From an optimization exercise on the open Yosys and OpenROAD flow, aimed at small area; shortcuts taken in it are not production practice.
RTL that was checked went through simulation tests only; none was proved equivalent to the original.
The RTL of runs 4 and 5 was laid out without a check of its function.
No activity file was given, so power comes from the tool's default toggle rates.

### design/flow/run.sh
#!/bin/bash
# synth_recipe.tcl (not shown) runs the flow's synth.tcl, then flattens the netlist and writes it again
# the make line also repeats each setting of config.mk as NAME=value (left out here)
make -C /OpenROAD-flow-scripts/flow DESIGN_CONFIG=/design/flow/config.mk WORK_HOME=/design/flow/orfs CLKGATE_MAP_FILE= SYNTH_SCRIPT=/design/flow/synth_recipe.tcl finish
### design/flow/config.mk
export PLATFORM = sky130hd
export DESIGN_NAME = decode_stage_hz
export DESIGN_NICKNAME = decode_stage_hz
export VERILOG_FILES = /design/flow/design.v
export SDC_FILE = /design/flow/constraint.sdc
export NUM_CORES = 4
export LEC_CHECK = 0
export CAP_MARGIN = 20
export CORE_MARGIN = 2
export CORE_UTILIZATION = 40
export SLEW_MARGIN = 20
### design/flow/constraint.sdc
create_clock -name core_clock -period 5.0 [get_ports {clk}]
set_input_delay 1.0000 -clock core_clock [delete_from_list [all_inputs] [get_ports {clk}]]
set_output_delay 1.0000 -clock core_clock [all_outputs]
set_load 0.01 [all_outputs]
### design/flow/design.v
module decode_stage_hz #(
  parameter int unsigned XLEN  = 32,
  parameter int unsigned NREGS = 32
) (
  input  logic            clk,
  input  logic            rst_n,
  input  logic            ifidValid,
  input  logic [31:0]     ifidInst,
  input  logic [31:0]     ifidPc,
  input  logic            flush,
  input  logic            regWriteEnable,
  input  logic [4:0]      writeReg,
  input  logic [XLEN-1:0] writeData,
  output logic            stall,
  output logic            idexValid,
  output logic [31:0]     idexPc,
  output logic [XLEN-1:0] idexData1,
  output logic [XLEN-1:0] idexData2,
  output logic [4:0]      idexRs1,
  output logic [4:0]      idexRs2,
  output logic [4:0]      idexRd,
  output logic [6:0]      idexFunc7,
  output logic [2:0]      idexFunc3,
  output logic [XLEN-1:0] idexImm,
  output logic [2:0]      idexExCtrl,
  output logic [2:0]      idexMemCtrl,
  output logic [1:0]      idexWbCtrl
);
  localparam logic [6:0] OpR     = 7'b0110011;
  localparam logic [6:0] OpIAlu  = 7'b0010011;
  localparam logic [6:0] OpLoad  = 7'b0000011;
  localparam logic [6:0] OpStore = 7'b0100011;
  localparam logic [6:0] OpBr    = 7'b1100011;
  localparam logic [6:0] OpJal   = 7'b1101111;
  localparam logic [6:0] OpJalr  = 7'b1100111;
  localparam logic [6:0] OpLui   = 7'b0110111;
  localparam logic [6:0] OpAuipc = 7'b0010111;
  localparam logic [3:0] ClNone  = 4'd0;
  localparam logic [3:0] ClR     = 4'd1;
  localparam logic [3:0] ClIAlu  = 4'd2;
  localparam logic [3:0] ClLoad  = 4'd3;
  localparam logic [3:0] ClStore = 4'd4;
  localparam logic [3:0] ClBr    = 4'd5;
  localparam logic [3:0] ClJal   = 4'd6;
  localparam logic [3:0] ClJalr  = 4'd7;
  localparam logic [3:0] ClU     = 4'd8;
  logic [6:0] opcode;
  logic [4:0] rs1, rs2;
  assign opcode = ifidInst[6:0];
  assign rs1    = ifidInst[19:15];
  assign rs2    = ifidInst[24:20];
  logic        v_q;
  logic [31:0] pc_q;
  logic [24:0] ins_q;    
  logic [3:0]  cl_q;
  logic [31:1] sel1_q, sel2_q;   
  logic [31:1][XLEN-1:0] rf_q;
  logic [31:1]           wr_q;
  logic [31:1]           we;
  for (genvar g = 1; g < 32; g++) begin : g_rf
    assign we[g] = regWriteEnable && (writeReg == g);
    always_ff @(posedge clk) begin
      if (we[g]) rf_q[g] <= writeData;
    end
    always_ff @(posedge clk or negedge rst_n) begin
      if (!rst_n)     wr_q[g] <= 1'b0;
      else if (we[g]) wr_q[g] <= 1'b1;
    end
  end
  always_comb begin
    idexData1 = '0;
    idexData2 = '0;
    for (int i = 1; i < 32; i++) begin
      idexData1 = idexData1 | ({XLEN{sel1_q[i] & wr_q[i]}} & rf_q[i]);
      idexData2 = idexData2 | ({XLEN{sel2_q[i] & wr_q[i]}} & rf_q[i]);
    end
  end
  logic [3:0] cl_d;
  always_comb begin
    case (opcode)
      OpR:            cl_d = ClR;
      OpIAlu:         cl_d = ClIAlu;
      OpLoad:         cl_d = ClLoad;
      OpStore:        cl_d = ClStore;
      OpBr:           cl_d = ClBr;
      OpJal:          cl_d = ClJal;
      OpJalr:         cl_d = ClJalr;
      OpLui, OpAuipc: cl_d = ClU;
      default:        cl_d = ClNone;
    endcase
  end
  logic uses_rs2, load_use;
  assign uses_rs2 = (opcode == OpR) || (opcode == OpStore) || (opcode == OpBr);
  assign load_use = ifidValid && v_q && (cl_q == ClLoad) &&
                    (ins_q[4:0] != 5'd0) &&
                    ((ins_q[4:0] == rs1) || ((ins_q[4:0] == rs2) && uses_rs2));
  assign stall = load_use && !flush;
  logic take;
  assign take = !flush && !load_use;
  always_ff @(posedge clk or negedge rst_n) begin
    if (!rst_n) begin
      v_q    <= 1'b0;
      pc_q   <= '0;
      ins_q  <= '0;
      cl_q   <= ClNone;
      sel1_q <= '0;
      sel2_q <= '0;
    end else begin
      v_q    <= take && ifidValid;
      pc_q   <= take ? ifidPc : 32'd0;
      ins_q  <= take ? ifidInst[31:7] : 25'd0;
      cl_q   <= take ? cl_d : ClNone;
      for (int i = 1; i < 32; i++) begin
        sel1_q[i] <= take && (rs1 == i);
        sel2_q[i] <= take && (rs2 == i);
      end
    end
  end
  logic [31:0] inst;
  assign inst = {ins_q, 7'd0};
  logic s;
  assign s = inst[31];
  always_comb begin
    idexExCtrl  = 3'b000;
    idexMemCtrl = 3'b000;
    idexWbCtrl  = 2'b00;
    idexImm     = '0;
    case (cl_q)
      ClR: begin
        idexExCtrl = 3'b010; idexWbCtrl = 2'b10;
      end
      ClIAlu: begin
        idexExCtrl = 3'b110; idexWbCtrl = 2'b10;
        idexImm = {{20{s}}, inst[31:20]};
      end
      ClLoad: begin
        idexExCtrl = 3'b100; idexMemCtrl = 3'b010; idexWbCtrl = 2'b11;
        idexImm = {{20{s}}, inst[31:20]};
      end
      ClStore: begin
        idexExCtrl = 3'b100; idexMemCtrl = 3'b001;
        idexImm = {{20{s}}, inst[31:25], inst[11:7]};
      end
      ClBr: begin
        idexExCtrl = 3'b001; idexMemCtrl = 3'b100;
        idexImm = {{19{s}}, s, inst[7], inst[30:25], inst[11:8], 1'b0};
      end
      ClJal: begin
        idexExCtrl = 3'b111; idexMemCtrl = 3'b100; idexWbCtrl = 2'b10;
        idexImm = {{11{s}}, s, inst[19:12], inst[20], inst[30:21], 1'b0};
      end
      ClJalr: begin
        idexExCtrl = 3'b111; idexMemCtrl = 3'b100; idexWbCtrl = 2'b10;
        idexImm = {{20{s}}, inst[31:20]};
      end
      ClU: begin
        idexExCtrl = 3'b111; idexWbCtrl = 2'b10;
        idexImm = {inst[31:12], 12'b0};
      end
      default: ;
    endcase
    if (!v_q) begin
      idexExCtrl  = 3'b000;
      idexMemCtrl = 3'b000;
      idexWbCtrl  = 2'b00;
    end
  end
  assign idexValid = v_q;
  assign idexPc    = pc_q;
  assign idexFunc7 = ins_q[24:18];
  assign idexRs2   = ins_q[17:13];
  assign idexRs1   = ins_q[12:8];
  assign idexFunc3 = ins_q[7:5];
  assign idexRd    = ins_q[4:0];
endmodule
==> results of run 1 <==
==> area by class of cell <==
class / count / area share, %
antenna: 11 / 0.0492
clock inverter: 71 / 1.40
timing repair buffer: 433 / 7.40
multi-input combinational: 1687 / 22.0
clock buffer: 149 / 5.48
sequential: 1147 / 60.2
tap: 1524 / 3.41
inverter: 4 / 0.0268
==> flip-flops by register name (all words and copies together) (netlist names) <==
name    count
cl_q        4
sel2_q     31
rf_q      992
ins_q      25
sel1_q     31
wr_q       31
pc_q       32
v_q         1
==> worst register-to-register path, stage by stage, from the launching register on <==
cell and delay, ps:
dfrtp_1 470, xnor2_1 200, nand3_1 110, or4_1 550, a21oi_4 170, buf_4 550, buf_4 680, nor2_1 170
==> per-stage QoR <==
stage / utilization, % / hold WS (ps) / setup WS [ps]
2_1_floorplan: - / 446 / 1480
3_3_place_gp: 44.8 / 456 / 665
3_5_place_dp: 44.8 / 462 / 651
4_1_cts: 48.1 / 396 / 311
5_1_grt: 48.1 / 433 / 204
6_report: 48.1 / 355 / 167
==> worst paths after layout <==
| kind | from | endpoint | slack, ps | cells past startpoint |
|---|---|---|---|---|
| worst max register to register | ins_q[0] | sel2_q[28] | 1960 | 7 |
| max in group asynchronous | rst_n | sel1_q[24] | 3620 | 2 |
| min in group core_clock | wr_q[15] | wr_q[15] | 470 | 1 |
| worst min register to register | wr_q[15] | wr_q[15] | 470 | 1 |
| worst min-delay path | rst_n | pc_q[11] | 360 | 1 |
| worst max-delay path | wr_q[5] | idexData2[1] | 170 | 7 |
==> logic make-up (layout without fill, tap and decap cells) <==
logic type	count (synthesis)	after routing
XOR/XNOR	11	11
other	0	11
flip-flops	1147	1147
buffers and inverters	290	657
AO/OA/AOI/OAI	988	988
AND/OR/NAND/NOR	688	688
==> power by group <==
group | leakage, nW | internal, mW | switching, mW | total [mW]
combinational | 5.88 | 0.408 | 0.646 | 1.05
sequential | 11.0 | 10.6 | 0.112 | 10.7
clock | 1.84 | 4.95 | 3.94 | 8.89
total | 18.7 | 16.0 | 4.70 | 20.7
==> metal layers <==
| metal | up-vias | global-route usage, % | wire (µm) |
|---|---|---|---|
| li1 | 13600 | - | - |
| met4 | 14 | 19.2 | 14700 |
| met2 | 4692 | 50.6 | 90900 |
| met3 | 1082 | 13.5 | 38100 |
| met1 | 18300 | 45.0 | 72500 |
| met5 | - | 0.680 | 225 |
==> layout by cell type, fill, tap and decap left out, types with 9 or more instances in the layout <==
| cell type | count |
|---|---|
| edfxtp_1 | 992 |
| a22oi_1 | 473 |
| clkdlybuf4s50_1 | 265 |
| a22o_1 | 214 |
| a221oi_1 | 214 |
| nand4_1 | 170 |
| dfrtp_1 | 155 |
| buf_4 | 147 |
| clkbuf_16 | 117 |
| nand2_1 | 98 |
| nor2_1 | 93 |
| a222oi_1 | 64 |
| or3_1 | 63 |
| nor3b_1 | 60 |
| and2_2 | 60 |
| nand3_1 | 33 |
| or2_2 | 32 |
| nor2_4 | 31 |
| clkbuf_1 | 30 |
| buf_12 | 18 |
| clkinv_1 | 17 |
| clkinv_2 | 16 |
| diode_2 | 11 |
| bufinv_16 | 11 |
| clkinvlp_4 | 11 |
| nor2b_1 | 10 |
| nor3_1 | 9 |
| a21o_1 | 9 |
==> run_results.csv, run 1 <==
group,metric,value,unit
drt,drc_errors,0,
global_routing,grt_pass1_vias,35700,
layout,fin_area,55900,µm²
placement,dp_hpwl,123,mm
clock_network,root_buffer,"clkbuf_16",
setup_path,crit_path_max_incr_delay,570,ps
setup_path,crit_chain,"and2_2 > buf_12 > a22o_1 > a221oi_1 > nand4_1 > or3_1 > clkdlybuf4s50_1",
sta,finalSetupViolCount,0,
yosys,syn_nets,3230,
yosys,async_flop_share,13.5,%
drt,drt_iter0_drc,9771,
yosys,post-synth-top-area-cell,"edfxtp_1",
layout,final-seq-area,33700,µm²
power,powerDensity,369,nW/µm²
placement,routabilityCongestion,0.952,
die,dieArea,120000,µm²
sta,fin_crit_sh,96.7,%
power,ir_drop,298,µV
setup_path,required,4000,ps
run_status,status,"no timing/DRC/antenna violations",
yosys,synth-compound-area-share,17.3,%
sta,slew_violations,0,
global_routing,grt_first_pass_wirelength,291,mm
yosys,synth_cell_types,42,
drt,via_per_inst,7.51,
clock_network,cts_buffers,117,
global_routing,grt_antenna_before_repair,14,
setup_path,path_max_fanout,19,
power,total_power,20.7,mW
yosys,syn_inst,3124,
setup_path,worstPathArrival,3830,ps
placement,place_area,52100,µm²
min_path,hold_class,"in2async",
sta,relSlewSlack,12.3,%
drt,ant_nets,0,
clock_network,ctsHoldBuffers,0,
global_routing,grt.total_usage,35.0,%
yosys,synthMuxAreaShare,0,%
die,die_x,346,µm
global_routing,grt_max_degree,98,
clock_network,cts_tree,"built",
setup_path,start_kind,"register",
yosys,synth_area_per_cell,15.0,µm²
clock_network,cts_resized,0,
clock_network,clock_path_buffers,3,
layout,nets,3496,
drt,wl_per_cell,43.1,µm
die,fp.dieH,346,µm
die,coreArea,116000,µm²
sta,final.setup.tns,0,ps
layout,syn2layout_area_growth,19.5,%
drt,vias,37700,
clock_network,insertion_delay,710,ps
sta,hold_viol,0,
layout,n_fill_cell,9896,
yosys,synth_xor_xnor_area_share,0.206,%
yosys,synth_common_cells,"992 x edfxtp_1, 473 x a22oi_1, 235 x clkbuf_1",
power,leakagePower,18.7,nW
clock_network,htreeDepth,3,
yosys,synth_ff_type,"edfxtp_1",
placement,port_buffers,268,
setup_path,setup.worst_path.end_class,"output port",
clock_network,path_clk_slew,60,ps
job,cap_violations,0,
yosys,synthTopCellsByArea,"edfxtp_1 64%, dfrtp_1 8.3%, a22oi_1 7.6%",
yosys,synth_top_family_by_area,"compound AO/OA/AOI/OAI gates",
die,boundaryPins,269,
yosys,synth_area,46800,µm²
clock_network,cts_sinks,1147,
global_routing,gr-total-overflow,0,
setup_path,cp_slowest_cell,"and2_2",
yosys,synth_most_common_cell,"edfxtp_1",
yosys,ys_seq_area_share,71.9,%
drt,drt_pass1_iterations,10,
sta,max_freq,0.207,GHz
yosys,synth_top_cell_area_share,63.6,%
layout,drive_gt1_share,13.4,%
drt,routed_wl,216,mm
layout,multi_input_area,12300,µm²
yosys,yosys_warnings,1,
placement,dp.cells,4795,
layout,stdcell_count,5026,
sta,finClkSkew,17.2,ps
sta,fin_crit,4830,ps
yosys,synth_edf_count,992,
yosys,synth_fa_ha_area_share,0,%
sta,rsz0062_at_grt,"no",
die,initial_core_util,40.3,%
setup_path,critPathBufInv,2,
clock_network,postCtsSetupRepairBufs,0,
setup_path,cpLargestDelayFamily,"simple AND/OR/NAND/NOR gates",
yosys,ys_seq_elements,1147,
die,rows,125,
setup_path,path_class,"reg2out",
yosys,yosys.area_share.simple,8.10,%
sta,tightest_slew,1320,ps
==> run 2, diff against run 1 <==
--- a/design/flow/design.v
+++ b/design/flow/design.v
@@ -55,3 +55,2 @@
   logic [3:0]  cl_q;
-  logic [31:1] sel1_q, sel2_q;   
   logic [31:1][XLEN-1:0] rf_q;
@@ -69,10 +68,29 @@
   end
+  logic [31:1] sel1, sel2;
   always_comb begin
-    idexData1 = '0;
-    idexData2 = '0;
     for (int i = 1; i < 32; i++) begin
-      idexData1 = idexData1 | ({XLEN{sel1_q[i] & wr_q[i]}} & rf_q[i]);
-      idexData2 = idexData2 | ({XLEN{sel2_q[i] & wr_q[i]}} & rf_q[i]);
+      sel1[i] = (ins_q[12:8] == i);
+      sel2[i] = (ins_q[17:13] == i);
     end
   end
+  logic [31:1] en1, en2;
+  assign en1 = sel1 & wr_q;
+  assign en2 = sel2 & wr_q;
+  logic [10:0][XLEN-1:0] g1, g2;
+  always_comb begin
+    for (int k = 0; k < 10; k++) begin
+      g1[k] = ~(({XLEN{en1[3*k+1]}} & rf_q[3*k+1]) |
+                ({XLEN{en1[3*k+2]}} & rf_q[3*k+2]) |
+                ({XLEN{en1[3*k+3]}} & rf_q[3*k+3]));
+      g2[k] = ~(({XLEN{en2[3*k+1]}} & rf_q[3*k+1]) |
+                ({XLEN{en2[3*k+2]}} & rf_q[3*k+2]) |
+                ({XLEN{en2[3*k+3]}} & rf_q[3*k+3]));
+    end
+    g1[10] = ~({XLEN{en1[31]}} & rf_q[31]);
+    g2[10] = ~({XLEN{en2[31]}} & rf_q[31]);
+  end
+  assign idexData1 = ~(g1[0] & g1[1] & g1[2] & g1[3]) | ~(g1[4] & g1[5] & g1[6] & g1[7]) |
+                     ~(g1[8] & g1[9] & g1[10]);
+  assign idexData2 = ~(g2[0] & g2[1] & g2[2] & g2[3]) | ~(g2[4] & g2[5] & g2[6] & g2[7]) |
+                     ~(g2[8] & g2[9] & g2[10]);
   logic [3:0] cl_d;
@@ -105,4 +123,2 @@
       cl_q   <= ClNone;
-      sel1_q <= '0;
-      sel2_q <= '0;
     end else begin
@@ -112,6 +128,2 @@
       cl_q   <= take ? cl_d : ClNone;
-      for (int i = 1; i < 32; i++) begin
-        sel1_q[i] <= take && (rs1 == i);
-        sel2_q[i] <= take && (rs2 == i);
-      end
     end
==> design/flow/flow/run.sh (new file) <==
#!/bin/bash
# Own flow: the standard layout (standard.sh), except that synthesis maps
# the logic with an area-oriented ABC script, port buffers use the smallest
# buffer, the clock tree uses small buffers without dummy loads.
set -euo pipefail
W=$(pwd)
export MY_WORK=$W
export MY_ABC_SCRIPT=$W/flow/area.abc
sed "s#SYNTH_SCRIPT=[^ ]*#SYNTH_SCRIPT=$W/flow/my_synth.tcl#" standard.sh > my_standard.sh
grep -q "SYNTH_SCRIPT=$W/flow/my_synth.tcl" my_standard.sh
export BUFFER_PORTS_ARGS="-buffer_cell sky130_fd_sc_hd__buf_1"
export CTS_ARGS="-sink_clustering_enable -repair_clock_nets -dont_use_dummy_load -buf_list {sky130_fd_sc_hd__clkbuf_4 sky130_fd_sc_hd__clkbuf_8} -sink_clustering_size 18 -sink_clustering_max_diameter 45"
bash my_standard.sh synth > synth.log 2>&1
bash my_standard.sh finish > layout.log 2>&1
==> design/flow/flow/area.abc (new file) <==
&get -n
&st
&nf -a -R 1000
&put
==> design/flow/flow/my_synth.tcl (new file) <==
# The standard synthesis (synth_recipe.tcl), with ABC's cell mapping run
# with an area-oriented script instead of ORFS's delay-oriented one.
proc abc {args} {
  set i [lsearch -exact $args -script]
  if { $i >= 0 } { lset args [expr {$i + 1}] $::env(MY_ABC_SCRIPT) }
  set i [lsearch -exact $args -D]
  if { $i >= 0 } { set args [lreplace $args $i [expr {$i + 1}]] }
  yosys abc {*}$args
}
source $::env(MY_WORK)/synth_recipe.tcl
==> design/flow/standard.sh (new file) <==
#!/bin/bash
# synth_recipe.tcl (not shown) runs the flow's synth.tcl, then flattens the netlist and writes it again
# the make line also repeats each setting of config.mk as NAME=value (left out here)
make -C /OpenROAD-flow-scripts/flow DESIGN_CONFIG=/design/flow/config.mk WORK_HOME=/design/flow/orfs CLKGATE_MAP_FILE= SYNTH_SCRIPT=/design/flow/synth_recipe.tcl "${@:-finish}"
--- a/design/flow/config.mk
+++ b/design/flow/config.mk
@@ -10,2 +10,3 @@
 export CORE_UTILIZATION = 40
+export SETUP_SLACK_MARGIN = 0.15
 export SLEW_MARGIN = 20
removed: design/flow/run.sh
==> run 2 against run 1 <==
  * Worst setup slack improved by 65 ps
  * Hold slack better by 34 ps
  * Largest power group unchanged
  * Core utilization fell by 1.8 points
  * Global-route usage is 4.8 points lower
  * Via count down 12%
  * Clock skew up 59 ps
  * Area after synthesis down 8.8%
  * Die area down 8.7%
  * Fmax grew 1.4%
==> run_results.csv, run 2 <==
group,metric,value,unit
clock_network,insertion_delay,800,ps
sta,max_freq,0.210,GHz
yosys,synth_edf_count,992,
layout,finalCoreUtilization,46.3,%
sta,finClkSkew,75.8,ps
drt,via_per_inst,7.56,
yosys,ys_seq_elements,1085,
yosys,synth_top_cell_area_share,69.8,%
sta,fin_crit,4770,ps
yosys,ys_seq_area_share,75.2,%
layout,syn2layout_area_growth,14.5,%
yosys,synth_top_family_by_area,"compound AO/OA/AOI/OAI gates",
power,powerDensity,333,nW/µm²
setup_path,startpoint,"ins_q[15]",
clock_network,cts_sinks,1085,
drt,wl_per_cell,38.5,µm
setup_path,setup.worst_path.end_class,"output port",
power,total_power,16.3,mW
setup_path,r2r_start,"ins_q[0]",
clock_network,cts_tree,"built",
yosys,synth_ff_type,"edfxtp_1",
clock_network,clock_path_buffers,3,
sta,finalSetupViolCount,0,
min_path,hold_class,"in2async",
setup_path,crit_end,"idexData2[12]",
setup_path,rr_endpoint,"cl_q[0]",
setup_path,worstPathArrival,3770,ps
die,boundaryPins,269,
yosys,async_flop_share,8.57,%
yosys,synthMuxAreaShare,0,%
sta,holdWs,389,ps
yosys,synth_xor_xnor_area_share,0.205,%
layout,nets,3091,
layout,layout_commonest_cell,"edfxtp_1",
drt,ant_nets,0,
sta,hold_viol,0,
yosys,syn_inst,2434,
sta,rsz0062_at_grt,"yes",
placement,port_buffers,268,
clock_network,root_buffer,"clkbuf_8",
setup_path,required,4000,ps
die,rows,119,
layout,reg_top3,"rf_q x992, pc_q x32, wr_q x31",
layout,layout_common_cells,"992 x edfxtp_1, 640 x a222oi_1, 246 x buf_1, 194 x nand4_1, 150 x buf_4",
global_routing,grt_antenna_before_repair,11,
layout,largest_register_ffs,992,
yosys,synth_most_common_cell,"edfxtp_1",
sta,relSlewSlack,27.9,%
setup_path,path_max_fanout,12,
setup_path,r2r.worst_path.cells,7,
sta,final.setup.tns,0,ps
clock_network,cts_buffers,118,
die,die_x,331,µm
die,initial_core_util,40.5,%
global_routing,grt_first_pass_wirelength,234,mm
yosys,yosys.area_share.simple,8.28,%
setup_path,r2r_setup_slack,2520,ps
clock_network,htreeDepth,3,
sta,tightest_slew,1080,ps
yosys,synthTopCellsByArea,"edfxtp_1 70%, a222oi_1 15%, dfrtp_1 5.4%",
global_routing,grt_pass1_vias,33100,
power,ir_drop,222,µV
power,leakagePower,15.2,nW
placement,dp_hpwl,101,mm
run_status,status,"no timing/DRC/antenna violations",
yosys,synth-compound-area-share,16.2,%
layout,regMostFlops,"rf_q",
yosys,post-synth-top-area-cell,"edfxtp_1",
drt,drt_iter0_drc,8903,
sta,fin_crit_sh,95.4,%
drt,drt_pass1_iterations,14,
yosys,synth_area_per_cell,17.5,µm²
drt,drc_errors,0,
die,dieArea,109000,µm²
yosys,yosys_warnings,1,
yosys,synth_cell_types,41,
clock_network,path_clk_slew,70,ps
yosys,synth_fa_ha_area_share,0,%
global_routing,grt.total_usage,30.1,%
job,cap_violations,0,
yosys,syn_nets,2540,
layout,drive_gt1_share,12.6,%
die,coreArea,106000,µm²
clock_network,ctsHoldBuffers,0,
setup_path,path_class,"reg2out",
setup_path,start_kind,"register",
drt,vias,33100,
sta,slew_violations,0,
global_routing,grt_max_degree,64,
drt,routed_wl,169,mm
die,fp.dieH,331,µm
yosys,synth_area,42700,µm²
global_routing,gr-total-overflow,0,
yosys,synth_common_cells,"992 x edfxtp_1, 640 x a222oi_1, 194 x nand4_1",
placement,routabilityCongestion,0.919,
==> run 2: layout make-up <==
class | count | area (µm²)
Antenna cell | 6 | 15.0
Clock buffer | 118 | 1620
Fill cell | 8994 | 56700
Inverter | 5 | 18.8
Multi-Input combinational cell | 1342 | 10900
Sequential cell | 1085 | 32100
Tap cell | 1391 | 1740
Timing Repair Buffer | 433 | 2460
==> run 2: worst min-delay path by stage <==
| stage | start | to | slack, ps | cells past startpoint |
|---|---|---|---|---|
| 5_1_grt | ifidInst[10] | ins_q[3] | 380 | 2 |
| 3_3_place_gp | wr_q[15] | wr_q[15] | 470 | 1 |
| 3_5_place_dp | wr_q[15] | wr_q[15] | 480 | 1 |
| 4_1_cts | ifidInst[14] | ins_q[7] | 350 | 2 |
| 6_report | rst_n | ins_q[7] | 390 | 1 |
| 2_1_floorplan | wr_q[11] | wr_q[11] | 450 | 1 |
==> run 2: cell families after synthesis <==
| group | count (synthesis) |
|---|---|
| xor gates and xnor gates | 10 |
| AOI/OAI and AO/OA | 724 |
| buffers and inverters | 7 |
| and+or+nand+nor | 608 |
| DFF | 1085 |
==> run 2: routing by layer <==
| metal | track usage, % | share of wire, % |
|---|---|---|
| met2 | 46.0 | 44 |
| met4 | 14.8 | 5.1 |
| met3 | 10.7 | 17 |
| met1 | 38.0 | 33 |
| met5 | 0 | 0.023 |
==> run 2: critical path, stage by stage (launching register included) <==
cell and delay [ps]:
dfrtp_1 510, nor2b_2 270, nor2b_1 180, and3_2 380
buf_4 280, a222oi_1 620, nand4_1 270, nor2_1 190
nand4_1 140, buf_1 160
==> run 2: timing repair <==
action	in CTS	in global routing
endpoints found under the setup margin	32	47
pin swaps	4	5
gates resized for setup	7	16
gates cloned	0	0
setup buffers	5	2
==> run 2: metrics by stage <==
stage | cells | worst slack, ps | area [µm²]
3_3_place_gp | 4246 | 773 | 47100
5_1_grt | 4379 | 116 | 48900
6_report | 4380 | 232 | 48900
2_1_floorplan | 2434 | 283 | 42800
4_1_cts | 4370 | 180 | 48800
3_5_place_dp | 4247 | 716 | 47100
==> run 2: power by group <==
| part | total (mW) | switching, mW | internal, mW | leakage [nW] |
|---|---|---|---|---|
| Clock | 5.00 | 2.93 | 2.07 | 0.848 |
| Sequential | 10.2 | 0.129 | 10.1 | 10.1 |
| Combinational | 1.08 | 0.763 | 0.316 | 4.24 |
==> run 3, diff against run 2 <==
--- a/design/flow/config.mk
+++ b/design/flow/config.mk
@@ -9,3 +9,3 @@
 export CORE_MARGIN = 2
-export CORE_UTILIZATION = 40
+export CORE_UTILIZATION = 60
 export SETUP_SLACK_MARGIN = 0.15
==> run 3 against run 2 <==
  * Still clean
  * Wire length decreased by 10%
  * Non-clock buffer count shrank 24
  * Global-route usage grew 10 points
  * Synthesized cell count unchanged
  * Via count fell by 2.6%
  * Critical path depth up 1
  * Largest cell class unchanged
  * Largest power group unchanged
  * Highest routed layer unchanged
==> run_results.csv, run 3 <==
group,metric,value,unit
run_status,status,"no timing/DRC/antenna violations",
yosys,async_flop_share,8.57,%
sta,finClkSkew,70.7,ps
layout,largest_register_ffs,992,
clock_network,insertion_delay,740,ps
global_routing,grt_first_pass_wirelength,213,mm
sta,tightest_slew,1200,ps
sta,relSlewSlack,19.8,%
global_routing,gr-total-overflow,0,
drt,vias,32300,
drt,drt_iter0_drc,8714,
yosys,synth_area_per_cell,17.5,µm²
layout,regMostFlops,"rf_q",
setup_path,required,4000,ps
clock_network,htreeDepth,3,
die,boundaryPins,269,
job,cap_violations,0,
setup_path,start_kind,"register",
drt,wl_per_cell,38.7,µm
die,dieArea,73300,µm²
min_path,hold_class,"in2async",
yosys,synth_top_cell_area_share,69.8,%
yosys,synthTopCellsByArea,"edfxtp_1 70%, a222oi_1 15%, dfrtp_1 5.4%",
power,p_clk_share,29.8,%
yosys,ys_seq_elements,1085,
power,power.share.sequential,63.3,%
yosys,synth_area,42700,µm²
global_routing,grt_max_degree,64,
clock_network,cts_tree,"built",
placement,place_area,46300,µm²
yosys,synth_edf_count,992,
placement,port_buffers,268,
setup_path,path_max_fanout,24,
power,comb_power_share,6.9,%
sta,finalSetupViolCount,0,
setup_path,path_class,"reg2out",
layout,drive_gt1_share,11.2,%
layout,nets,3062,
clock_network,cts_buffers,113,
sta,rsz0062_at_grt,"yes",
yosys,synth_ff_type,"edfxtp_1",
clock_network,clock_path_buffers,3,
yosys,synth_common_cells,"992 x edfxtp_1, 640 x a222oi_1, 194 x nand4_1",
clock_network,root_buffer,"clkbuf_8",
layout,fin_area,48000,µm²
yosys,yosys_warnings,1,
die,initial_core_util,60.8,%
yosys,syn_nets,2540,
placement,dp_hpwl,88.6,mm
power,p_switching,3.73,mW
sta,max_freq,0.206,GHz
power,leakagePower,15.0,nW
layout,syn2layout_area_growth,12.3,%
placement,routabilityCongestion,0.892,
yosys,ys_seq_area_share,75.2,%
sta,fin_crit,4850,ps
setup_path,r2r_setup_slack,2460,ps
drt,routed_wl,151,mm
setup_path,r2r_start,"ins_q[0]",
power,powerDensity,336,nW/µm²
sta,final.setup.tns,0,ps
die,coreArea,70300,µm²
yosys,syn_inst,2434,
power,p_int,12.4,mW
global_routing,grt_pass1_vias,31500,
global_routing,grt_antenna_before_repair,13,
setup_path,setup.worst_path.end_class,"output port",
drt,via_per_inst,8.27,
layout,stdcell_count,3902,
yosys,post-synth-top-area-cell,"edfxtp_1",
global_routing,grt.total_usage,40.2,%
yosys,synth_most_common_cell,"edfxtp_1",
die,die_x,271,µm
setup_path,r2r.worst_path.cells,8,
drt,ant_nets,0,
clock_network,path_clk_slew,100,ps
die,rows,97,
layout,layout_commonest_cell,"edfxtp_1",
layout,layout_common_cells,"992 x edfxtp_1, 640 x a222oi_1, 255 x buf_1, 194 x nand4_1, 132 x buf_4",
setup_path,rr_endpoint,"ins_q[7]",
sta,hold_viol,0,
yosys,synth_cell_types,41,
placement,dp.cells,3779,
drt,drt_pass1_iterations,14,
drt,drc_errors,0,
power,ir_drop,286,µV
layout,reg_top3,"rf_q x992, pc_q x32, wr_q x31",
layout,n_fill_cell,4797,
power,p_sw_share,23.2,%
sta,slew_violations,0,
setup_path,worstPathArrival,3850,ps
sta,fin_crit_sh,96.9,%
die,fp.dieH,271,µm
clock_network,cts_sinks,1085,
## run 3: cell counts after synthesis
No cell type changed its count.
## run 3: cell families after synthesis
logic type             synth area share (%)
AND/OR/NAND/NOR                        8.28
buffers and inverters                0.0791
AO/OA/AOI/OAI                          16.2
XOR/XNOR                              0.205
flip-flops                             75.2
## run 3: final cells by class
cell class / count / area [µm²] / share of cell area, %
inverters: 5 / 18.8 / 0.0391
flip-flops and latches: 1085 / 32100 / 67.0
repair buffers: 409 / 2200 / 4.58
well taps: 940 / 1180 / 2.45
multi-input cells: 1342 / 10900 / 22.7
clock buffers: 113 / 1560 / 3.24
diodes: 8 / 20.0 / 0.0417
## run 3: how the worst max path moves through the flow
| stage | slack (ps) | from | endpoint | cells past startpoint |
|---|---|---|---|---|
| 3_3_place_gp | 900 | ins_q[11] | idexData1[30] | 9 |
| 5_1_grt | 80 | ins_q[16] | idexData2[20] | 10 |
| 4_1_cts | 190 | ins_q[8] | idexData1[5] | 8 |
| 6_report | 150 | ins_q[16] | idexData2[24] | 10 |
| 3_5_place_dp | 840 | ins_q[12] | idexData1[5] | 8 |
| 2_1_floorplan | 280 | ins_q[17] | idexData2[0] | 5 |
## run 3: repair_timing
action | in CTS | in global routing
setup endpoints to repair | 4 | 29
buffers inserted | 0 | 1
hold buffers | 0 | 0
pin swaps | 0 | 5
gates resized for setup | 2 | 12
hold endpoints to repair | 0 | 0
## run 3: power by group through the flow
stage               sequential [mW]  clock, mW  combinational (mW)
floorplan                      10.4          0               0.424
global placement               10.4          0                1.03
detailed placement             10.4          0                1.06
CTS                            10.2       4.81                1.06
global route                   10.2       5.14                1.16
finish                         10.2       4.80                1.11
## run 3: layer usage
layer	wire length (µm)	track usage (%)	up-vias	part of all wire [%]
met5	69	0	-	0.046
met4	6390	17.5	10	4.2
met3	25700	13.9	461	17
met2	67400	60.5	3134	45
met1	51500	53.7	16000	34
li1	-	-	12700	-
## run 3: worst max-delay path: stages (launching register included)
cell      delay [ps]
dfrtp_1          510
nor2b_1          200
buf_4            170
and4b_1          190
buf_4            270
buf_4            260
a222oi_1         410
nand4_1          440
nor2_2           360
nand4_1          160
buf_1            160
## run 3: per-stage QoR
| stage | hold slack, ps | worst slack [ps] | total power [mW] | util (%) |
|---|---|---|---|---|
| 2_1_floorplan | 450 | 283 | 10.8 | - |
| 3_3_place_gp | 469 | 901 | 11.4 | 65.9 |
| 3_5_place_dp | 474 | 840 | 11.4 | 65.9 |
| 4_1_cts | 417 | 186 | 16.1 | 68.1 |
| 5_1_grt | 478 | 83.0 | 16.5 | 68.2 |
| 6_report | 425 | 153 | 16.1 | 68.3 |
==> run 4, diff against run 3 <==
--- a/design/flow/design.v
+++ b/design/flow/design.v
@@ -68,7 +68,12 @@
   end
-  logic [31:1] sel1, sel2;
+  logic [3:0] lo1, lo2;
+  logic [7:0] hi1, hi2;
   always_comb begin
-    for (int i = 1; i < 32; i++) begin
-      sel1[i] = (ins_q[12:8] == i);
-      sel2[i] = (ins_q[17:13] == i);
+    for (int j = 0; j < 4; j++) begin
+      lo1[j] = (ins_q[9:8] == j);
+      lo2[j] = (ins_q[14:13] == j);
+    end
+    for (int j = 0; j < 8; j++) begin
+      hi1[j] = (ins_q[12:10] == j);
+      hi2[j] = (ins_q[17:15] == j);
     end
@@ -76,4 +81,8 @@
   logic [31:1] en1, en2;
-  assign en1 = sel1 & wr_q;
-  assign en2 = sel2 & wr_q;
+  always_comb begin
+    for (int i = 1; i < 32; i++) begin
+      en1[i] = lo1[i % 4] & hi1[i / 4] & wr_q[i];
+      en2[i] = lo2[i % 4] & hi2[i / 4] & wr_q[i];
+    end
+  end
   logic [10:0][XLEN-1:0] g1, g2;
--- a/design/flow/flow/run.sh
+++ b/design/flow/flow/run.sh
@@ -11,3 +11,3 @@
 export BUFFER_PORTS_ARGS="-buffer_cell sky130_fd_sc_hd__buf_1"
-export CTS_ARGS="-sink_clustering_enable -repair_clock_nets -dont_use_dummy_load -buf_list {sky130_fd_sc_hd__clkbuf_4 sky130_fd_sc_hd__clkbuf_8} -sink_clustering_size 18 -sink_clustering_max_diameter 45"
+export CTS_ARGS="-sink_clustering_enable -repair_clock_nets -dont_use_dummy_load -buf_list {sky130_fd_sc_hd__clkbuf_8 sky130_fd_sc_hd__clkbuf_16} -sink_clustering_size 18 -sink_clustering_max_diameter 50"
 bash my_standard.sh synth > synth.log 2>&1
--- a/design/flow/config.mk
+++ b/design/flow/config.mk
@@ -7,6 +7,6 @@
 export LEC_CHECK = 0
-export CAP_MARGIN = 20
+export CAP_MARGIN = 10
 export CORE_MARGIN = 2
 export CORE_UTILIZATION = 60
-export SETUP_SLACK_MARGIN = 0.15
-export SLEW_MARGIN = 20
+export SETUP_SLACK_MARGIN = 0.1
+export SLEW_MARGIN = 10
==> run 4 against run 3 <==
  * Sequential cell count did not move
  * Largest power group unchanged
  * Hold slack better by 7.9 ps
  * Die area decreased by 0.30%
  * Core utilization is 0.51 points higher
  * Largest cell class unchanged
==> run_results.csv, run 4 <==
group,metric,value,unit
yosys,synth_area,42600,µm²
layout,reg_top3,"rf_q x992, pc_q x32, wr_q x31",
setup_path,path_class,"reg2out",
yosys,synth_top_cell_area_share,70.0,%
job,cap_violations,0,
setup_path,required,4000,ps
layout,fin_area,48200,µm²
die,rows,97,
yosys,ys_seq_elements,1085,
clock_network,cts_resized,0,
drt,drt_iter0_drc,8558,
drt,ant_nets,0,
yosys,syn_nets,2526,
global_routing,grt.total_usage,41.4,%
die,die_x,270,µm
yosys,async_flop_share,8.57,%
drt,drc_errors,0,
placement,port_buffers,268,
layout,stdcell_count,3833,
global_routing,grt_first_pass_wirelength,216,mm
sta,finalSetupViolCount,0,
placement,place_area,45700,µm²
placement,dp.cells,3734,
setup_path,cpLargestDelayFamily,"simple AND/OR/NAND/NOR gates",
sta,relSlewSlack,11.7,%
clock_network,cts_buffers,99,
yosys,synth_most_common_cell,"edfxtp_1",
layout,layout_common_cells,"992 x edfxtp_1, 640 x a222oi_1, 256 x buf_1, 194 x nand4_1",
clock_network,clock_path_buffers,3,
drt,wl_per_cell,40.2,µm
setup_path,start_kind,"register",
clock_network,path_clk_slew,70,ps
setup_path,path_max_fanout,10,
die,initial_core_util,60.7,%
drt,drt_pass1_iterations,13,
die,dieArea,73100,µm²
min_path,hold_class,"in2async",
layout,antenna-diode-count,0,
clock_network,cts_sinks,1085,
layout,syn2layout_area_growth,13.3,%
clock_network,htreeDepth,3,
sta,max_freq,0.205,GHz
sta,finClkSkew,49.9,ps
setup_path,crit_top_cell,"nand4_1",
setup_path,crit_chain,"and2_0 > and3_1 > buf_4 > a222oi_1 > nand4_1 > nor2_1 > nand4_1 > buf_1",
yosys,ys_seq_area_share,75.4,%
sta,fin_crit_sh,97.4,%
sta,tightest_slew,1320,ps
placement,preCtsSetupSlack,968,ps
drt,vias,32000,
drt,routed_wl,154,mm
global_routing,gr-total-overflow,0,
yosys,synth_area_per_cell,17.6,µm²
global_routing,grt_antenna_before_repair,1,
clock_network,insertion_delay,680,ps
global_routing,grt_max_degree,61,
yosys,synth_edf_count,992,
setup_path,crit_path_max_incr_delay,560,ps
yosys,post-synth-top-area-cell,"edfxtp_1",
sta,hold_viol,0,
setup_path,worstPathArrival,3870,ps
clock_network,root_buffer,"clkbuf_16",
setup_path,setup.worst_path.end_class,"output port",
power,powerDensity,368,nW/µm²
sta,rsz0062_at_grt,"no",
clock_network,cts_tree,"built",
layout,nets,3001,
sta,worst_slack,129,ps
clock_network,postCtsSetupRepairBufs,0,
setup_path,cp_slowest_cell,"nand4_1",
yosys,synth_ff_type,"edfxtp_1",
global_routing,grt_pass1_vias,31600,
yosys,synth_common_cells,"992 x edfxtp_1, 640 x a222oi_1, 194 x nand4_1",
layout,largest_register_ffs,992,
clock_network,ctsHoldBuffers,0,
sta,slew_violations,0,
yosys,synth_cell_types,40,
drt,via_per_inst,8.35,
layout,layout_commonest_cell,"edfxtp_1",
setup_path,critPathBufInv,2,
power,ir_drop,272,µV
die,boundaryPins,269,
yosys,yosys_warnings,1,
layout,regMostFlops,"rf_q",
sta,fin_crit,4870,ps
die,coreArea,70100,µm²
layout,n_fill_cell,4821,
layout,finalCoreUtilization,68.8,%
placement,routabilityCongestion,0.951,
placement,dp_hpwl,87.0,mm
yosys,syn_inst,2420,
yosys,synthTopCellsByArea,"edfxtp_1 70%, a222oi_1 15%, dfrtp_1 5.5%",
power,total_power,17.7,mW
sta,holdWs,433,ps
layout,drive_gt1_share,9.23,%
power,leakagePower,15.2,nW
run_status,status,"no timing/DRC/antenna violations",
sta,final.setup.tns,0,ps
die,fp.dieH,270,µm
## run 4: area by class of cell
class,instances,area (µm²),share of cell area [%]
clock buffers,99,2480,5.14
inverters,4,15.0,0.0311
multi-input cells,1329,10500,21.8
flip-flops and latches,1085,32100,66.6
well taps,940,1180,2.44
repair buffers,376,1950,4.04
## run 4: worst paths after layout
path | depth (start not counted) | slack (ps) | start | to
worst max-delay path | 8 | 130 | ins_q[8] | idexData1[6]
worst min-delay path | 1 | 430 | rst_n | pc_q[8]
worst max register to register | 6 | 2360 | ins_q[3] | ins_q[13]
worst min register to register | 1 | 480 | wr_q[21] | wr_q[21]
max in group asynchronous | 2 | 3450 | rst_n | wr_q[18]
min in group core_clock | 1 | 480 | wr_q[21] | wr_q[21]
## run 4: logic make-up after synthesis
logic type / Yosys count / synth area share, %
and+or+nand+nor: 595 / 8.01
AOI/OAI and AO/OA: 724 / 16.3
buffers and inverters: 6 / 0.0705
DFF: 1085 / 75.4
xor gates and xnor gates: 10 / 0.206
## run 4: layer usage
layer  GRT usage, %  vias up  share of wire (%)
li1               -    12500                  -
met1           52.8    15500                 31
met2           61.7     3403                 44
met3           11.7      569                 17
met4           28.8        2                7.9
met5              0        -             0.0071
## run 4: power by group
| part | leakage (nW) | switching [mW] | internal, mW |
|---|---|---|---|
| logic | 3.90 | 0.784 | 0.282 |
| registers | 10.1 | 0.115 | 10.1 |
| clock network | 1.22 | 3.02 | 3.46 |
| total | 15.2 | 3.91 | 13.8 |
## run 4: worst register-to-register path, delay by kind of cell, from the launching register on
| kind | cells | cell delay, ps |
|---|---|---|
| buffers and inverters | 1 | 160 |
| DFF | 1 | 480 |
| and+or+nand+nor | 5 | 1920 |
==> run 5, diff against run 4 <==
--- a/design/flow/flow/run.sh
+++ b/design/flow/flow/run.sh
@@ -11,3 +11,3 @@
 export BUFFER_PORTS_ARGS="-buffer_cell sky130_fd_sc_hd__buf_1"
-export CTS_ARGS="-sink_clustering_enable -repair_clock_nets -dont_use_dummy_load -buf_list {sky130_fd_sc_hd__clkbuf_8 sky130_fd_sc_hd__clkbuf_16} -sink_clustering_size 18 -sink_clustering_max_diameter 50"
+export CTS_ARGS="-sink_clustering_enable -repair_clock_nets -dont_use_dummy_load -buf_list {sky130_fd_sc_hd__clkbuf_8} -sink_clustering_size 20 -sink_clustering_max_diameter 40"
 bash my_standard.sh synth > synth.log 2>&1
==> run 5 against run 4 <==
  * Clock skew is 6.9 ps higher
  * Combinational power hardly changed
  * Non-clock buffer count stayed put
  * Clock power is 16% lower
  * Fmax is 0.50% higher
  * Power is 5.9% lower
  * Wire length is 0.21% higher
  * Sequential cell count stayed put
  * Critical path type unchanged
  * Largest cell class unchanged
==> run_results.csv, run 5 <==
group,metric,value,unit
run_status,status,"no timing/DRC/antenna violations",
setup_path,crit_path_max_incr_delay,980,ps
die,boundaryPins,269,
clock_network,cts_sinks,1085,
global_routing,grt.total_usage,41.6,%
job,cap_violations,0,
global_routing,grt_pass1_vias,31900,
setup_path,cp_slowest_cell,"and3_1",
drt,routed_wl,155,mm
drt,wl_met3,25.0,mm
layout,regMostFlops,"rf_q",
power,powerDensity,350,nW/µm²
yosys,yosys_warnings,1,
clock_network,ctsHoldBuffers,0,
global_routing,grt_max_degree,61,
yosys,synth_top_cell_area_share,70.0,%
layout,n_fill_cell,4875,
yosys,ys_seq_area_share,75.4,%
drt,vias,32100,
sta,finClkSkew,56.8,ps
sta,final.setup.tns,0,ps
sta,tightest_slew,1290,ps
drt,drt_pass1_iterations,14,
layout,drive_gt1_share,10.6,%
layout,reg_top3,"rf_q x992, pc_q x32, wr_q x31",
die,dieArea,73100,µm²
yosys,async_flop_share,8.57,%
layout,nets,3043,
drt,top_layer,"met5",
yosys,syn_inst,2420,
power,ir_drop,216,µV
yosys,ys_seq_elements,1085,
die,rows,97,
layout,layout_commonest_cell,"edfxtp_1",
setup_path,critPathBufInv,2,
setup_path,worstPathArrival,3850,ps
drt,route.met2.wl,68.2,mm
global_routing,grt_antenna_before_repair,2,
layout,syn2layout_area_growth,12.1,%
yosys,synth_ff_type,"edfxtp_1",
yosys,synth_area_per_cell,17.6,µm²
sta,hold_viol,0,
sta,rsz0062_at_grt,"no",
drt,drt_iter0_drc,8683,
setup_path,required,4000,ps
layout,layout_common_cells,"992 x edfxtp_1, 640 x a222oi_1, 256 x buf_1, 194 x nand4_1, 141 x clkbuf_8",
drt,via_per_inst,8.28,
placement,dp_hpwl,87.0,mm
yosys,synth_common_cells,"992 x edfxtp_1, 640 x a222oi_1, 194 x nand4_1",
clock_network,cts_buffers,141,
layout,largest_register_ffs,992,
die,fp.dieH,270,µm
drt,wl_per_cell,39.9,µm
min_path,hold_class,"in2async",
sta,finalSetupViolCount,0,
global_routing,grt_first_pass_wirelength,217,mm
yosys,synth_most_common_cell,"edfxtp_1",
sta,holdWs,290,ps
yosys,synth_cell_types,40,
clock_network,root_buffer,"clkbuf_8",
sta,relSlewSlack,14.3,%
clock_network,path_clk_slew,80,ps
clock_network,htreeDepth,4,
setup_path,start_kind,"register",
global_routing,gr-total-overflow,0,
yosys,syn_nets,2526,
die,die_x,270,µm
clock_network,clock_path_buffers,3,
clock_network,insertion_delay,810,ps
yosys,synthTopCellsByArea,"edfxtp_1 70%, a222oi_1 15%, dfrtp_1 5.5%",
placement,routabilityCongestion,0.951,
placement,port_buffers,268,
setup_path,path_max_fanout,17,
setup_path,path_class,"reg2out",
drt,drc_errors,0,
yosys,synth_area,42600,µm²
sta,max_freq,0.206,GHz
power,leakagePower,15.0,nW
sta,slew_violations,0,
sta,fin_crit_sh,96.9,%
setup_path,crit_chain,"and2_0 > and3_1 > buf_4 > a222oi_1 > nand4_1 > buf_1",
setup_path,cpLargestDelayFamily,"simple AND/OR/NAND/NOR gates",
yosys,synth_edf_count,992,
die,coreArea,70100,µm²
drt,ant_nets,0,
yosys,post-synth-top-area-cell,"edfxtp_1",
drt,drt-met1-wl,49.1,mm
clock_network,cts_tree,"built",
setup_path,setup.worst_path.end_class,"output port",
sta,fin_crit,4850,ps
die,initial_core_util,60.7,%
-- run 5: cell counts after synthesis --
No cell type changed its count.
-- run 5: kinds of logic (layout without fill, tap and decap cells) --
logic type,Yosys count,count (layout),synth area share [%]
and+or+nand+nor,595,595,8.01
DFF,1085,1085,75.4
xor gates and xnor gates,10,10,0.206
other,0,2,0
AOI/OAI and AO/OA,724,724,16.3
buffers and inverters,6,521,0.0705
-- run 5: repair_timing --
item / 4_1_cts / 5_1_grt
setup endpoints to repair: 0 / 1
buffers inserted: 0 / 0
gates resized for setup: 0 / 1
-- run 5: per-layer routing --
| layer | global-route usage (%) | vias to the layer above |
|---|---|---|
| met5 | 0 | - |
| met2 | 61.1 | 3362 |
| li1 | - | 12600 |
| met3 | 12.0 | 598 |
| met4 | 29.6 | 2 |
| met1 | 53.6 | 15600 |
-- run 5: path summary, 6_finish.rpt --
check / endpoint / startpoint / cells past startpoint / slack, ps
setup / recovery: idexData1[19] / ins_q[9] / 6 / 150
setup reg to reg: ins_q[11] / ins_q[3] / 6 / 2300
min in group core_clock: ins_q[7] / ifidInst[14] / 2 / 380
hold / removal: pc_q[23] / rst_n / 1 / 290
hold reg to reg: wr_q[10] / wr_q[10] / 1 / 490
max in group asynchronous: wr_q[18] / rst_n / 2 / 3570
-- run 5: power breakdown --
part           leakage (nW)  total, mW  switching (mW)  internal, mW
logic                  3.90       1.06           0.783         0.282
clock network          1.01       5.43            2.94          2.49
registers              10.1       10.2           0.115          10.1
total                  15.0       16.7            3.84          12.9
-- run 5: through the flow --
stage	std cells	util, %	worst slack (ps)	power [mW]	instance area [µm²]
final	3877	68.0	153	16.7	47700
after detailed placement	3734	65.2	968	11.4	45700
after global routing	3876	68.0	155	17.1	47700
after global placement	3734	65.2	989	11.4	45700
after CTS	3875	68.0	267	16.7	47700
after floorplan	2420	-	306	10.8	42600
-- run 5: final cells by class --
class                   instances  area [µm²]  area share [%]
flip-flops and latches       1085       32100            67.3
multi-input cells            1329       10500            22.0
repair buffers                376        1950            4.08
clock buffers                 141        1940            4.07
well taps                     940        1180            2.47
inverters                       4        15.0          0.0315
diodes                          2        5.00          0.0105
-- run 5: worst reg2reg max path, stage by stage (launching register included) --
cell     delay, ps
dfrtp_1        480
or4_1          550
nor2_1         200
nor4_1          90
buf_4          160
nor2_4         790
and2_0         300
==> run 6, diff against run 5 <==
--- a/design/flow/design.v
+++ b/design/flow/design.v
@@ -51,6 +51,12 @@
   assign rs2    = ifidInst[24:20];
-  logic        v_q;
+  logic        v_q, keep_q;
+  logic [31:0] pc_r;
+  logic [24:0] ins_r;    
+  logic [3:0]  cl_r;
   logic [31:0] pc_q;
-  logic [24:0] ins_q;    
+  logic [24:0] ins_q;
   logic [3:0]  cl_q;
+  assign pc_q  = pc_r & {32{keep_q}};
+  assign ins_q = ins_r & {25{keep_q}};
+  assign cl_q  = cl_r;
   logic [31:1][XLEN-1:0] rf_q;
@@ -129,11 +135,12 @@
       v_q    <= 1'b0;
-      pc_q   <= '0;
-      ins_q  <= '0;
-      cl_q   <= ClNone;
+      keep_q <= 1'b0;
     end else begin
       v_q    <= take && ifidValid;
-      pc_q   <= take ? ifidPc : 32'd0;
-      ins_q  <= take ? ifidInst[31:7] : 25'd0;
-      cl_q   <= take ? cl_d : ClNone;
-    end
+      keep_q <= take;
+    end
+  end
+  always_ff @(posedge clk) begin
+    pc_r  <= ifidPc;
+    ins_r <= ifidInst[31:7];
+    cl_r  <= cl_d;
   end
--- a/design/flow/flow/run.sh
+++ b/design/flow/flow/run.sh
@@ -11,3 +11,3 @@
 export BUFFER_PORTS_ARGS="-buffer_cell sky130_fd_sc_hd__buf_1"
-export CTS_ARGS="-sink_clustering_enable -repair_clock_nets -dont_use_dummy_load -buf_list {sky130_fd_sc_hd__clkbuf_8} -sink_clustering_size 20 -sink_clustering_max_diameter 40"
+export CTS_ARGS="-sink_clustering_enable -repair_clock_nets -dont_use_dummy_load -buf_list {sky130_fd_sc_hd__clkbuf_8} -sink_clustering_size 16 -sink_clustering_max_diameter 60"
 bash my_standard.sh synth > synth.log 2>&1
--- a/design/flow/config.mk
+++ b/design/flow/config.mk
@@ -10,3 +10,3 @@
 export CORE_UTILIZATION = 60
-export SETUP_SLACK_MARGIN = 0.1
+export SETUP_SLACK_MARGIN = 0.25
 export SLEW_MARGIN = 10
==> run 6 against run 5 <==
  * Final cell count about the same
  * Core utilization down 0.35 points
  * Wire length up 0.83%
  * Non-clock buffer count up 40
  * Largest cell class unchanged
  * Critical path depth up 2
  * Die area down 0.68%
  * Global-route usage down 0.28 points
  * First-iteration DRC count up 7.7%
  * Sequential cell count up 1
  * Via count up 1.4%
  * Clock-buffer cell count down 59
==> run_results.csv, run 6 <==
group,metric,value,unit
die,dieArea,72600,µm²
setup_path,start_kind,"register",
yosys,synth_top_cell_area_share,70.5,%
yosys,synthTopCellsByArea,"edfxtp_1 70%, a222oi_1 15%, dfxtp_1 2.9%",
clock_network,cts_sinks,1086,
yosys,synth_area_per_cell,17.4,µm²
clock_network,clock_path_buffers,3,
die,fp.dieH,269,µm
die,coreArea,69900,µm²
yosys,ys_seq_area_share,75.3,%
setup_path,crit_path_max_incr_delay,870,ps
placement,dp_hpwl,87.9,mm
die,boundaryPins,269,
drt,drc_errors,0,
setup_path,path_class,"reg2out",
layout,regMostFlops,"rf_q",
drt,routed_wl,156,mm
drt,vias,32500,
setup_path,required,4000,ps
yosys,post-synth-top-area-cell,"edfxtp_1",
clock_network,htreeDepth,3,
job,cap_violations,0,
drt,drt_iter0_drc,9350,
layout,layout_commonest_cell,"edfxtp_1",
clock_network,insertion_delay,720,ps
layout,nets,3038,
yosys,syn_nets,2541,
die,rows,97,
power,leakagePower,14.6,nW
global_routing,grt_first_pass_wirelength,215,mm
yosys,ys_seq_elements,1086,
power,total_power,15.5,mW
placement,routabilityCongestion,0.920,
power,ir_drop,227,µV
sta,tightest_slew,1260,ps
sta,hold_viol,0,
clock_network,ctsHoldBuffers,0,
clock_network,path_clk_slew,90,ps
clock_network,cts_tree,"built",
layout,reg_top3,"rf_q x992, pc_r x32, wr_q x31",
clock_network,cts_buffers,82,
yosys,yosys_warnings,1,
power,powerDensity,328,nW/µm²
setup_path,path_max_fanout,22,
yosys,synth_most_common_cell,"edfxtp_1",
die,initial_core_util,60.5,%
yosys,synth_common_cells,"992 x edfxtp_1, 640 x a222oi_1, 192 x nand4_1",
sta,finClkSkew,30.3,ps
global_routing,grt_max_degree,48,
run_status,status,"no timing/DRC/antenna violations",
drt,ant_nets,0,
layout,syn2layout_area_growth,11.9,%
yosys,synth_cell_types,42,
drt,drt_pass1_iterations,15,
min_path,hold_class,"in2reg",
yosys,synth_ff_type,"edfxtp_1",
setup_path,worstPathArrival,3790,ps
global_routing,grt.total_usage,41.3,%
sta,final.setup.tns,0,ps
sta,slew_violations,0,
die,die_x,269,µm
yosys,async_flop_share,3.04,%
global_routing,grt_antenna_before_repair,8,
global_routing,grt_pass1_vias,31400,
sta,fin_crit_sh,95.8,%
drt,wl_per_cell,40.2,µm
yosys,syn_inst,2435,
yosys,synth_edf_count,992,
sta,max_freq,0.209,GHz
sta,rsz0062_at_grt,"yes",
sta,relSlewSlack,15.8,%
placement,port_buffers,268,
setup_path,cp_slowest_cell,"and3_2",
layout,largest_register_ffs,992,
drt,via_per_inst,8.39,
sta,fin_crit,4790,ps
layout,drive_gt1_share,11.4,%
setup_path,setup.worst_path.end_class,"output port",
global_routing,gr-total-overflow,0,
sta,finalSetupViolCount,0,
yosys,synth_area,42300,µm²
layout,layout_common_cells,"992 x edfxtp_1, 640 x a222oi_1, 257 x buf_1, 192 x nand4_1, 112 x buf_4",
clock_network,root_buffer,"clkbuf_8",
setup_path,crit_top_cell,"buf_4",
setup_path,crit_chain,"buf_4 > nand2_4 > nor3_1 > and3_2 > buf_4 > a222oi_1 > nand4_1 > buf_1",
-- run 6: cell types whose count changed after synthesis, moves of 10 or more --
cell      before  now
and2_0        65   52
clkinv_1       4   14
dfrtp_1       93   33
dfxtp_1        0   61
nand2_1       80   90
nor3_1         9   24
-- run 6: cell families (layout without fill, tap and decap cells) --
group	after synthesis	after routing	share of synthesized area, %
buffers and inverters	17	512	0.169
xor gates and xnor gates	10	10	0.207
DFF	1086	1086	75.3
other	0	8	0
and+or+nand+nor	598	598	7.97
AOI/OAI and AO/OA	724	724	16.4
-- run 6: cell type report --
class	count	area, µm²
fill	4873	22600
tap	940	1180
clock buffer	82	1130
antenna	8	20.0
sequential	1086	31800
multi-input combinational	1332	10600
inverter	14	77.6
timing repair buffer	416	2440
-- run 6: final timing paths --
kind / startpoint / slack [ps] / cells past startpoint / endpoint
min in group asynchronous: rst_n / 400 / 1 / wr_q[23]
worst min-delay path: ifidPc[25] / 360 / 1 / pc_r[25]
worst min register to register: wr_q[13] / 490 / 1 / wr_q[13]
worst max-delay path: keep_q / 210 / 8 / idexData1[10]
worst max register to register: keep_q / 2430 / 9 / v_q
max in group asynchronous: rst_n / 3930 / 1 / keep_q
-- run 6: repair_timing --
action	CTS	global route
resized for setup	19	99
endpoints found under the setup margin	63	64
buffers inserted	0	13
endpoints found under the hold margin	0	0
cloned	0	3
pin swaps	2	13
-- run 6: critical path: cells and delay by family, from the launching register on --
| family | cells | cell delay, ps |
|---|---|---|
| compound gates | 1 | 140 |
| simple gates | 4 | 1790 |
| flops | 1 | 450 |
| buf+inv | 3 | 690 |
-- run 6: report_power, final --
group | switching [mW] | leakage, nW | internal [mW] | total, mW
combinational | 0.829 | 4.16 | 0.316 | 1.14
clock | 2.71 | 0.590 | 1.47 | 4.19
sequential | 0.0968 | 9.83 | 10.1 | 10.2
-- run 6: metrics by stage --
step	utilization [%]	setup WS (ps)	cells	area [µm²]	hold slack (ps)
3_5_place_dp	65.2	728	3772	45600	469
5_1_grt	67.6	166	3874	47300	341
6_report	67.7	210	3878	47300	361
2_1_floorplan	-	289	2435	42300	449
3_3_place_gp	65.2	813	3772	45600	464
4_1_cts	66.9	234	3854	46800	320
-- run 6: routing by layer --
metal  GRT usage (%)  up-vias  routed length, µm
met2            61.5     3367              68400
met3            13.9      583              27600
met4            18.3        2               8240
li1                -    12600                  -
met1            55.8    16000              51600
met5               0        -                 13
==> run 7, diff against run 6 <==
--- a/design/flow/flow/run.sh
+++ b/design/flow/flow/run.sh
@@ -11,3 +11,3 @@
 export BUFFER_PORTS_ARGS="-buffer_cell sky130_fd_sc_hd__buf_1"
-export CTS_ARGS="-sink_clustering_enable -repair_clock_nets -dont_use_dummy_load -buf_list {sky130_fd_sc_hd__clkbuf_8} -sink_clustering_size 16 -sink_clustering_max_diameter 60"
+export CTS_ARGS="-sink_clustering_enable -repair_clock_nets -dont_use_dummy_load -buf_list {sky130_fd_sc_hd__clkbuf_8} -sink_clustering_size 18 -sink_clustering_max_diameter 60"
 bash my_standard.sh synth > synth.log 2>&1
--- a/design/flow/config.mk
+++ b/design/flow/config.mk
@@ -9,4 +9,4 @@
 export CORE_MARGIN = 2
-export CORE_UTILIZATION = 60
-export SETUP_SLACK_MARGIN = 0.25
+export CORE_UTILIZATION = 68
+export SETUP_SLACK_MARGIN = 0.1
 export SLEW_MARGIN = 10
==> run 7 against run 6 <==
  * Via count increased by 1.2%
  * Critical path type unchanged
  * Still clean
  * Clock power fell by 5.3%
  * Register-to-register slack better by 400 ps
  * Synthesized cell count did not move
  * Area after synthesis is the same
  * Global-route usage grew 7.3 points
  * Sequential power is essentially flat
  * Worst setup slack worse by 120 ps
==> run_results.csv, run 7 <==
group,metric,value,unit
layout,reg_top3,"rf_q x992, pc_r x32, wr_q x31",
yosys,synth_most_common_cell,"edfxtp_1",
layout,nets,3032,
die,boundaryPins,269,
sta,finalSetupViolCount,0,
layout,layout_commonest_cell,"edfxtp_1",
setup_path,crit_top_cell,"nand4_1",
yosys,synth_area_per_cell,17.4,µm²
setup_path,cp_slowest_cell,"a222oi_1",
sta,rsz0062_at_grt,"yes",
yosys,synth_edf_count,992,
drt,drt_pass1_iterations,17,
min_path,holdPathStages,1,
yosys,syn_inst,2435,
drt,routed_wl,157,mm
sta,finClkSkew,47.0,ps
placement,port_buffers,268,
yosys,synthTopCellsByArea,"edfxtp_1 70%, a222oi_1 15%, dfxtp_1 2.9%",
drt,vias,32900,
power,ir_drop,336,µV
power,total_power,15.3,mW
global_routing,grt_max_degree,43,
sta,max_freq,0.204,GHz
yosys,async_flop_share,3.04,%
power,leakagePower,14.5,nW
yosys,post-synth-top-area-cell,"edfxtp_1",
global_routing,grt_first_pass_wirelength,218,mm
global_routing,gr-total-overflow,0,
yosys,synth_ff_type,"edfxtp_1",
setup_path,crit_chain,"nand2_1 > clkinv_1 > nor3_1 > buf_4 > and3_1 > buf_12 > a222oi_1 > nand4_1 > nor2_1 > nand4_1 > buf_1",
setup_path,r2r.worst_path.cells,8,
die,die_x,253,µm
sta,fin_crit_sh,98.3,%
setup_path,r2r_start,"keep_q",
clock_network,root_buffer,"clkbuf_8",
global_routing,grt.total_usage,48.6,%
min_path,hold_class,"in2reg",
yosys,syn_nets,2541,
yosys,synth_top_cell_area_share,70.5,%
setup_path,path_class,"reg2out",
clock_network,cts_tree,"built",
setup_path,rr_endpoint,"v_q",
clock_network,path_clk_slew,100,ps
sta,slew_violations,0,
drt,wl_per_cell,41.7,µm
yosys,ys_seq_area_share,75.3,%
clock_network,ctsHoldBuffers,0,
setup_path,start_kind,"register",
setup_path,crit_path_max_incr_delay,630,ps
setup_path,r2r_setup_slack,2830,ps
setup_path,required,4000,ps
die,coreArea,61600,µm²
drt,drc_errors,0,
sta,final.setup.tns,0,ps
global_routing,grt_antenna_before_repair,16,
job,cap_violations,0,
layout,regMostFlops,"rf_q",
die,dieArea,64200,µm²
clock_network,cts_buffers,73,
placement,routabilityCongestion,1.04,
clock_network,clock_path_buffers,3,
drt,drt_iter0_drc,10700,
placement,dp_hpwl,93.0,mm
clock_network,cts_sinks,1086,
die,rows,91,
drt,via_per_inst,8.73,
min_path,hp-start,"ifidPc[4]",
drt,ant_nets,0,
setup_path,worstPathArrival,3910,ps
run_status,status,"no timing/DRC/antenna violations",
clock_network,htreeDepth,3,
yosys,ys_seq_elements,1086,
global_routing,grt_pass1_vias,31500,
power,powerDensity,325,nW/µm²
die,initial_core_util,68.6,%
sta,hold_viol,0,
sta,fin_crit,4910,ps
setup_path,setup.worst_path.end_class,"output port",
yosys,synth_area,42300,µm²
layout,largest_register_ffs,992,
sta,tightest_slew,1280,ps
die,fp.dieH,253,µm
layout,syn2layout_area_growth,11.2,%
yosys,yosys_warnings,1,
yosys,synth_common_cells,"992 x edfxtp_1, 640 x a222oi_1, 192 x nand4_1",
setup_path,path_max_fanout,32,
clock_network,insertion_delay,690,ps
min_path,holdPathEnd,"pc_r[4]",
yosys,synth_cell_types,42,
sta,relSlewSlack,14.6,%
layout,drive_gt1_share,9.92,%
layout,layout_common_cells,"992 x edfxtp_1, 640 x a222oi_1, 255 x buf_1, 192 x nand4_1, 119 x buf_4",
==> run 7: kinds of logic (layout without fill, tap and decap cells) <==
| group | count (synthesis) | in the layout | synth area share [%] |
|---|---|---|---|
| other | 0 | 9 | 0 |
| and+or+nand+nor | 598 | 598 | 7.97 |
| DFF | 1086 | 1086 | 75.3 |
| buffers and inverters | 17 | 506 | 0.169 |
| AOI/OAI and AO/OA | 724 | 724 | 16.4 |
| xor gates and xnor gates | 10 | 10 | 0.207 |
==> run 7: per-layer routing <==
layer | wire (µm) | global-route usage [%] | vias to the layer above
li1 | - | - | 12600
met1 | 47500 | 61.3 | 15700
met2 | 65500 | 67.4 | 3930
met3 | 32200 | 24.1 | 762
met4 | 11600 | 29.9 | 14
met5 | 215 | 1.78 | -
==> run 7: what timing repair did <==
item                       in CTS  in global routing
pin swaps                       0                  9
setup endpoints to repair      31                 47
gates resized for setup         4                 17
buffers inserted                0                  1
==> run 7: per-stage QoR <==
stage               hold slack [ps]  cells  utilization (%)  worst slack (ps)  area (µm²)
finish                          391   3770             76.3              86.6       47000
global route                    385   3766             76.3              37.4       47000
CTS                             365   3760             76.2               109       46900
detailed placement              473   3687             74.5               601       45900
global placement                466   3687             74.5               763       45900
floorplan                       449   2435                -               289       42300
==> run 7: worst max-delay path, delay by kind of cell (launching register included) <==
kind                   cells  cell delay (ps)
AND/OR/NAND/NOR            6             1420
AO/OA/AOI/OAI              1              630
flip-flops                 1              500
buffers and inverters      4              740
==> run 7: worst max-delay path by stage <==
stage                     cells after the start     from  slack [ps]             to
after floorplan                               3  cl_r[1]         290    idexImm[12]
after global placement                        9   keep_q         760  idexData1[26]
after detailed placement                      9   keep_q         600  idexData1[26]
after CTS                                     9   keep_q         110  idexData1[26]
after global routing                         11   keep_q          40  idexData2[10]
final                                        11   keep_q          90  idexData2[13]
==> run 7: final cells by class <==
cell class | instances | area, µm²
tap | 837 | 1050
inverter | 14 | 52.6
sequential | 1086 | 31800
clock buffer | 73 | 1000
antenna | 9 | 22.5
multi-input combinational | 1332 | 10500
timing repair buffer | 419 | 2560
fill | 3650 | 14600
==> run 7: where the power goes <==
part / internal, mW / total [mW] / switching (mW)
registers: 10.1 / 10.2 / 0.0985
clock network: 1.32 / 3.97 / 2.65
logic: 0.309 / 1.13 / 0.824
total: 11.7 / 15.3 / 3.57

separate check: timing with driven ports:
The flow's constraints put no driver on any port. The routed layouts listed below were extracted and timed again, unchanged, in two steps.
Step 1 sets driving cells, clkbuf_16 on the clock port and buf_2 on the other inputs (assumed; they add their load-dependent delay and slew).
Step 2, shift: input delay + t, output delay - t, t = (earliest + latest rising clock arrival at the registers) / 2. This alone moves slack from input paths to output paths.
a / b / c = no drivers / after step 1 / after step 2; a / b = the first two.
run	shift t [ns]	setup WS [ns]	latest minus earliest clock arrival (ns)	pins driven straight from the clock port
run 1	0.803	0.167 / 0.089 / 0.622	0.069 / 0.069	1
run 2	0.862	0.232 / 0.158 / 0.931	0.140 / 0.140	1
run 3	0.782	0.153 / 0.088 / 0.803	0.106 / 0.105	1
run 4	0.714	0.129 / 0.062 / 0.776	0.071 / 0.070	1
run 5	0.855	0.153 / 0.085 / 0.876	0.064 / 0.064	1
run 6	0.770	0.210 / 0.142 / 0.913	0.058 / 0.059	1
run 7	0.744	0.087 / 0.022 / 0.766	0.076 / 0.077	1
After both steps every run listed still meets setup and hold.
